What follows belongs to an exercise in optimizing a design on an open flow for small area, a short achievable clock period and few clock cycles per item; a production flow would make more cautious choices. Function was checked by simulation only, so behaviour that the tests miss may differ from the original.

Design raycast_floor_texel_mapper_unit, start of the top module:
module raycast_floor_texel_mapper_unit (
   input  logic        clock,
   input  logic        reset,
   input  logic        req_valid,
   output logic        req_ready,
   input  logic        req_func,
   input  logic [9:0]  req_column,
   input  logic [9:0]  req_start_row,
   input  logic        req_side,
   input  logic [1:0]  req_dir_x_sign,
   input  logic [1:0]  req_dir_y_sign,
   input  logic [5:0]  req_map_x,
   input  logic [5:0]  req_map_y,
   input  logic [15:0] req_wall_frac,
   input  logic [23:0] req_wall_dist,
   output logic        rsp_valid,
   input  logic        rsp_ready,
   output logic [9:0]  rsp_out_column,
   output logic [9:0]  rsp_floor_row,
   output logic [10:0] rsp_sky_row,
   output logic [9:0]  rsp_tex_x,
   output logic [9:0]  rsp_tex_y,
   output logic        rsp_last,
   input  logic        csr_we,
   input  logic [2:0]  csr_index,
   input  logic [21:0] csr_wdata
);
make LEC_CHECK=0 CAP_MARGIN=20 CORE_MARGIN=2 CORE_UTILIZATION=70 CTS_BUF_LIST=sky130_fd_sc_hd__clkbuf_16 CTS_CLUSTER_DIAMETER=70 CTS_CLUSTER_SIZE=22 PLACE_DENSITY=0.82 SLEW_MARGIN=20 finish   # period 5.0 ns
run.sh (not shown) runs the stock make flow with config.mk's settings and CLKGATE_MAP_FILE= SYNTH_SCRIPT=/design/flow/synth_recipe.tcl, a recipe that flattens the netlist after the stock synthesis.
Testbench counts at the start, summed over its fixed seeds: cycles 18,918, items 18,465.
Then changed:
--- a/flow/config.mk
+++ b/flow/config.mk
@@ -8,8 +8,8 @@
 export CAP_MARGIN = 20
 export CORE_MARGIN = 2
-export CORE_UTILIZATION = 70
+export CORE_UTILIZATION = 65
 export CTS_BUF_LIST = sky130_fd_sc_hd__clkbuf_16
 export CTS_CLUSTER_DIAMETER = 70
 export CTS_CLUSTER_SIZE = 22
-export PLACE_DENSITY = 0.82
+export PLACE_DENSITY = 0.75
 export SLEW_MARGIN = 20
Synthesized cell count is unchanged; die area came out higher by about 8%; critical path depth came out lower by 2; core utilization came out lower by 5.0 points; clock-buffer cell count came out higher by 6.
Then changed:
--- a/flow/config.mk
+++ b/flow/config.mk
@@ -8,8 +8,8 @@
 export CAP_MARGIN = 20
 export CORE_MARGIN = 2
-export CORE_UTILIZATION = 65
+export CORE_UTILIZATION = 45
 export CTS_BUF_LIST = sky130_fd_sc_hd__clkbuf_16
 export CTS_CLUSTER_DIAMETER = 70
 export CTS_CLUSTER_SIZE = 22
-export PLACE_DENSITY = 0.75
+export PLACE_DENSITY = 0.6
 export SLEW_MARGIN = 20
Outcome: The changed run ran to the end with no violations; worst setup slack improves by 0.12 ns; cell area goes up slightly; cell count climbs by a little under a tenth; sequential share of layout area is lower by 0.34 points; count of clock-buffer cells in the layout grows by 11.


## v54
Starting RTL as in the previous note.
// raycast_floor_texel_mapper_unit
module raycast_floor_texel_mapper_unit (
   input  logic        clock,
   input  logic        reset,
   input  logic        req_valid,
   output logic        req_ready,
   input  logic        req_func,
   input  logic [9:0]  req_column,
   input  logic [9:0]  req_start_row,
   input  logic        req_side,
   input  logic [1:0]  req_dir_x_sign,
   input  logic [1:0]  req_dir_y_sign,
   input  logic [5:0]  req_map_x,
   input  logic [5:0]  req_map_y,
   input  logic [15:0] req_wall_frac,
   input  logic [23:0] req_wall_dist,
   output logic        rsp_valid,
   input  logic        rsp_ready,
   output logic [9:0]  rsp_out_column,
   output logic [9:0]  rsp_floor_row,
   output logic [10:0] rsp_sky_row,
   output logic [9:0]  rsp_tex_x,
   output logic [9:0]  rsp_tex_y,
   output logic        rsp_last,
   input  logic        csr_we,
   input  logic [2:0]  csr_index,
   input  logic [21:0] csr_wdata
);
   localparam int N1 = 14;    
   localparam int N2 = 18;    
   localparam logic [N1-1:0] CUT1 = 14'h3FFF;
   localparam logic [N2-1:0] CUT2 = 18'h3FFFF;
   logic [10:0] screen_rows_ff;
   logic [21:0] cam_x_ff, cam_y_ff;
   logic [10:0] tex_width_ff, tex_height_ff;
   logic [10:0] h;
   logic [1:0][23:0] sl_dist;
   logic [1:0][22:0] sl_px, sl_py;
   logic [1:0][9:0]  sl_col, sl_y0;
  ...
clock: 5.0 ns
lec_check: 0
cap_margin: 10
core_margin: 2
core_utilization: 45
cts_buf_list: sky130_fd_sc_hd__clkbuf_16
cts_cluster_diameter: 70
cts_cluster_size: 22
place_density: 0.6
slew_margin: 10
Testbench counts of v54, summed over its fixed seeds: cycles 18,918, items 18,465.
Edits applied to the flow inputs when going from v54 to v37:
- CAP_MARGIN now 20, was 10
- SLEW_MARGIN now 20, was 10
- CTS_CLUSTER_DIAMETER now 75, was 70
- CTS_CLUSTER_SIZE now 26, was 22
[summary]
v37 does better than v54 on final worst-path setup slack.
On end-of-flow core utilization, v37 and v54 are neck and neck.
~same global routing usage on met1 in v37 and v54
v54 and v37 ended up with roughly the same number of vias in the routed layout.
v37 ends up with a minimum setup slack among reg-to-reg paths that is 20 ps higher than in v54.
Taking v54 as the reference, in v37 post-route met1 wirelength decreased 0.52%; wire length on met2 decreased 690 um; number of nets in the layout essentially unchanged.
--- input diff v37..v42 ---
- changing CORE_UTILIZATION from 45 to 60
- changing PLACE_DENSITY from 0.6 to 0.72
- changing CTS_CLUSTER_SIZE from 26 to 22
- changing CTS_CLUSTER_DIAMETER from 75 to 70
==> results.txt <==
Compared with v37, in v42 routed metal-1 wire length shrank by 14 mm; net total in the final layout held steady; minimum period implied by the final worst setup slack went down by 99 ps; pin count of the biggest net entering global routing went down by 24%.


Another version of the RTL of raycast_floor_texel_mapper_unit (not shown whole).
Size in the first run: ~12000 cells after synthesis, ~160 I/O pins, about 0.13 sq mm of cells after synthesis.
## raycast_floor_texel_mapper_unit
module raycast_floor_texel_mapper_unit (
   input  logic        clock,
   input  logic        reset,
   input  logic        req_valid,
   output logic        req_ready,
   input  logic        req_func,
   input  logic [9:0]  req_column,
   input  logic [9:0]  req_start_row,
   input  logic        req_side,
   input  logic [1:0]  req_dir_x_sign,
   input  logic [1:0]  req_dir_y_sign,
   input  logic [5:0]  req_map_x,
   input  logic [5:0]  req_map_y,
   input  logic [15:0] req_wall_frac,
   input  logic [23:0] req_wall_dist,
   output logic        rsp_valid,
   input  logic        rsp_ready,
   output logic [9:0]  rsp_out_column,
   output logic [9:0]  rsp_floor_row,
   output logic [10:0] rsp_sky_row,
   output logic [9:0]  rsp_tex_x,
   output logic [9:0]  rsp_tex_y,
   output logic        rsp_last,
   input  logic        csr_we,
   input  logic [2:0]  csr_index,
   input  logic [21:0] csr_wdata
);
export LEC_CHECK = 0
export CAP_MARGIN = 20
export CORE_MARGIN = 2
export CORE_UTILIZATION = 45
export CTS_BUF_LIST = sky130_fd_sc_hd__clkbuf_16
export CTS_CLUSTER_DIAMETER = 70
export CTS_CLUSTER_SIZE = 22
export PLACE_DENSITY = 0.6
export SLEW_MARGIN = 20
create_clock -name core_clock -period 5.0 [get_ports {clock}]
Testbench counts at the start, summed over its fixed seeds: cycles 19,039, items 18,465.
Edit:
- CTS_BUF_LIST: sky130_fd_sc_hd__clkbuf_16 -> unset
- CTS_CLUSTER_DIAMETER: 70 -> unset
- CTS_CLUSTER_SIZE: 22 -> unset
After rerunning:
- setup slack degrades by 14 ps
- flip-flop and latch count does not change
- final area grows by 2.3%
- global-route usage grows by 0.17 points
- worst hold slack degrades by 51 ps
- via count grows by 0.71%

re-timing with driven ports:
The results above use ideal ports. As a check the final layouts listed here were re-extracted and re-timed, cells and wires unchanged.
Step 1 (the two cells are an assumption about what drives the block):
set clk [get_ports {clock}]
set_driving_cell -lib_cell sky130_fd_sc_hd__clkbuf_16 $clk
set_driving_cell -lib_cell sky130_fd_sc_hd__buf_2 [delete_from_list [all_inputs] $clk]
Step 2 times the ports against the registers' clock, not the clock port: input delays grow and output delays shrink by t, the midpoint of the rising clock arrivals with the driver on.
a / b / c = ideal ports / drivers / drivers and shift; a / b = the first two.
run | t (ns) | slack for setup (ns) | worst hold slack (ns) | worst data-port slew with drivers (ns)
the first run of note 1 | 0.906 | 0.365 / 0.365 / 0.365 | 0.321 / 0.321 / 0.321 | 0.16
the second run of note 1 | 0.921 | 0.294 / 0.294 / 0.294 | 0.324 / 0.324 / 0.324 | 0.18
the third run of note 1 | 0.936 | 0.411 / 0.411 / 0.411 | 0.316 / 0.316 / 0.316 | 0.18
v54 | 0.936 | 0.411 / 0.411 / 0.411 | 0.316 / 0.316 / 0.316 | 0.18
v37 | 0.929 | 0.428 / 0.428 / 0.428 | 0.295 / 0.295 / 0.295 | 0.18
v42 | 0.915 | 0.527 / 0.527 / 0.527 | 0.319 / 0.319 / 0.319 | 0.19
the first run of note 3 | 0.957 | 0.476 / 0.476 / 0.112 | 0.287 / 0.287 / 0.287 | 0.17
the second run of note 3 | 0.996 | 0.462 / 0.462 / 0.156 | 0.236 / 0.236 / 0.236 | 0.16
After both steps every run listed still meets setup and hold. The setup slack of the first run of note 3, which loses most, moves by 0.000 ns with the drivers and by -0.364 ns with both steps.
